Context: an optimization exercise on an open-source flow, tuned for small area, a short achievable clock period and few clock cycles per item. The choices shown serve that exercise and are no tape-out recipe.
In this exercise RTL edits were held to simulation tests only and were not proved equivalent to the original.

Setup of old:
## sw_top
module sw_top (
    input  logic                                clk,
    input  logic                                reset,
    input  logic                                i_valid,
    input  sw_pkg::base_t                       i_ref_base,
    input  sw_pkg::base_t                       i_query_base,
    output logic                                o_finish,
    output logic [8-1:0]              o_max,
    output logic [sw_pkg::RIDX_W:0]             o_pos_ref,
    output logic [sw_pkg::QIDX_W:0]             o_pos_query
);
==> flow/config.mk <==
export PLATFORM = sky130hd
export DESIGN_NAME = sw_top
export DESIGN_NICKNAME = sw_top
export VERILOG_FILES = /design/flow/design.v
export SDC_FILE = /design/flow/constraint.sdc
export NUM_CORES = 4
export LEC_CHECK = 0
export CAP_MARGIN = 20
export CORE_MARGIN = 2
export CORE_UTILIZATION = 40
export SETUP_SLACK_MARGIN = 4.5
export SLEW_MARGIN = 20
export TNS_END_PERCENT = 100
==> flow/constraint.sdc <==
create_clock -name core_clock -period 7.5 [get_ports {clk}]
set_input_delay 1.5000 -clock core_clock [delete_from_list [all_inputs] [get_ports {clk}]]
set_output_delay 1.5000 -clock core_clock [all_outputs]
set_load 0.01 [all_outputs]
run.sh (not shown) runs the stock make flow with config.mk's settings and CLKGATE_MAP_FILE= SYNTH_SCRIPT=/design/flow/synth_recipe.tcl, a recipe that flattens the netlist after the stock synthesis.
Per the final summary, old finished and its layout is clean on timing, DRC and antenna.
Testbench counts of old, summed over its fixed seeds: cycles 12,480, runs 320.
Input changes introduced in new (baseline for comparison: old):
--- a/flow/design.v
+++ b/flow/design.v
@@ -135,17 +135,15 @@
     assign match_q = (i_query == ref_q);
     assign cand_ok = (J == 16) ? (!i_first && match_q) : match;
     assign hd_ge = ge6(6'(hd), i_best_m2);           
     assign d_oh  = 4'b0001 << hd[1:0];
     assign g_oh  = 4'b0001 << (i_best[1:0] ^ 2'b10);  
     always_comb begin
         cand = 2'd0;
-        if (J == 1 && i_first) begin
-            cand = match ? 2'd3 : 2'd0;
-        end else if (i_diag && cand_ok && hd_ge) begin
+        if (i_diag && cand_ok && hd_ge) begin
             if (|(d_oh & g_oh))                          cand = 2'd1;
             else if (|(d_oh & {g_oh[2:0], g_oh[3]}))     cand = 2'd2;
             else                                         cand = 2'd3;
         end
     end
     always_ff @(posedge clk) begin
         if (i_first) begin
@@ -241,35 +239,33 @@
             .o_eq       (eq_c[j])
         );
     end
 endmodule
 `timescale 1ns/1ps
 module sw_max_tracker (
     input  logic                          clk,
-    input  logic                          i_clear,   
+    input  logic                          i_run,     
     input  logic [5:0]                    i_cnt,
     input  logic                          i_last,    
     input  logic [16-1:0][1:0]   i_cand,
     input  logic                          i_row1,    
     output logic [5:0]                    o_best,    
     output logic [5:0]                    o_best_m2,
     output logic [5:0]                    o_max,
     output logic [4:0]                    o_pos_ref,
     output logic [4:0]                    o_pos_query
 );
     localparam int N = 16;
     logic [5:0]   g_q;        
-    logic [5:0]   gm2_q;      
-    logic [5:0]   g_m1;
-    logic [5:0]   g_m2;
-    logic [5:0]   gm2_nxt;
     logic [2:0]   step_q;     
     logic [4:0]   col_q;      
     logic [5:0]   diag_q;     
-    logic [4:0]   row_q;      
+    logic [5:0]   max_q;      
+    logic [4:0]   ref_q;
+    logic [4:0]   row_q;
     logic [N-1:0] c2;
     logic [N-1:0] c1;
     logic [N-1:0] c0;
     logic [N-1:0] below;      
     logic [N-1:0] c0b;
     logic         any2;
     logic         any1;
@@ -321,48 +317,43 @@
     assign enc0    = lowest(c0b);
     assign cnt2    = i_cnt + 6'd2;
     assign cnt3    = i_cnt + 6'd3;
     assign g_p1    = g_q + 6'd1;
     assign g_p2    = g_q + 6'd2;
     assign take    = any2 || any1 || any0;
     assign g_nxt   = any2 ? g_p2 : (any1 ? g_p1 : g_q);
-    assign g_m1    = (g_q > 6'd1) ? g_q - 6'd1 : 6'd0;
-    assign g_m2    = (g_q > 6'd2) ? g_q - 6'd2 : 6'd0;
-    assign gm2_nxt = any2 ? g_q : (any1 ? g_m1 : g_m2);
     assign col_nxt = any2 ? enc2 : (any1 ? enc1 : enc0);
     always_ff @(posedge clk) begin
-        if (i_clear) begin
+        if (!i_run || i_last) begin
             g_q    <= '0;
-            gm2_q  <= '0;
             step_q <= 3'b001;
             col_q  <= 5'd1;
             diag_q <= 6'd2;
         end else begin
             step_q <= any2 ? 3'b100 : (any1 ? 3'b010 : 3'b001);
             if (take) begin
                 g_q    <= g_nxt;
-                gm2_q  <= gm2_nxt;
                 col_q  <= col_nxt;
                 if (col_nxt == 5'(N)) begin
                     diag_q <= (any2 ? x2 : x1) ? 6'(N + 1) : cnt3;
                 end else begin
                     diag_q <= cnt2;
                 end
             end
         end
-        if (i_last && take) begin
-            row_q <= 5'(24);
-        end else begin
-            row_q <= diag_q[4:0] - col_q;
+        if (i_last) begin
+            max_q <= g_nxt;
+            ref_q <= take ? col_nxt : col_q;
+            row_q <= take ? 5'(24) : diag_q[4:0] - col_q;
         end
     end
     assign o_best      = g_q;
-    assign o_best_m2   = gm2_q;
-    assign o_max       = g_q;
-    assign o_pos_ref   = col_q;
+    assign o_best_m2   = (g_q > 6'd2) ? g_q - 6'd2 : 6'd0;
+    assign o_max       = max_q;
+    assign o_pos_ref   = ref_q;
     assign o_pos_query = row_q;
 endmodule
 `timescale 1ns/1ps
 module sw_top (
     input  logic                                clk,
     input  logic                                reset,
     input  logic                                i_valid,
@@ -406,15 +397,15 @@
         .i_best       (best_g),
         .i_best_m2    (best_m2),
         .o_cand       (cand),
         .o_row1       (row1)
     );
     sw_max_tracker u_max_tracker (
         .clk         (clk),
-        .i_clear     (start),
+        .i_run       (busy),
         .i_cnt       (cnt),
         .i_last      (last),
         .i_cand      (cand),
         .i_row1      (row1),
         .o_best      (best_g),
         .o_best_m2   (best_m2),
         .o_max       (best_s),
==> summary.txt <==
Changes observed in new relative to old: sequential fraction of total cell area up 0.37 points; final period demand of the worst path increased by 0.31 ns relative to the old numbers. Sort new and old by synthesis-to-finish area growth, descending, and new comes first. NOTE: global-route met3 utilization in new exceeds that of old.
Testbench counts of new, summed over its fixed seeds: cycles 12,480, runs 320.

-- separate check: timing with driven ports --
The results above use ideal ports. As a check the final layouts listed here were re-extracted and re-timed, cells and wires unchanged. Step 1 assumes that a clkbuf_16 drives the clock port and a buf_2 every other input. Step 2 times the ports against the registers' clock, not the clock port: input delays grow and output delays shrink by t, the midpoint of the rising clock arrivals with the driver on. Slacks: no drivers / after step 1 / after step 2; pairs: no drivers / after step 1.
| run | shift t [ns] | setup slack, ns | hold slack, ns | worst register clock-pin slew, ns |
|---|---|---|---|---|
| old | 0.579 | 4.364 / 4.362 / 4.047 | 0.367 / 0.367 / 0.367 | 0.06 / 0.06 |
| new | 0.610 | 4.050 / 4.050 / 4.043 | 0.361 / 0.361 / 0.361 | 0.06 / 0.06 |
After both steps every run listed still meets setup and hold. The setup slack of old, which loses most, moves by -0.002 ns with the drivers and by -0.317 ns with both steps.
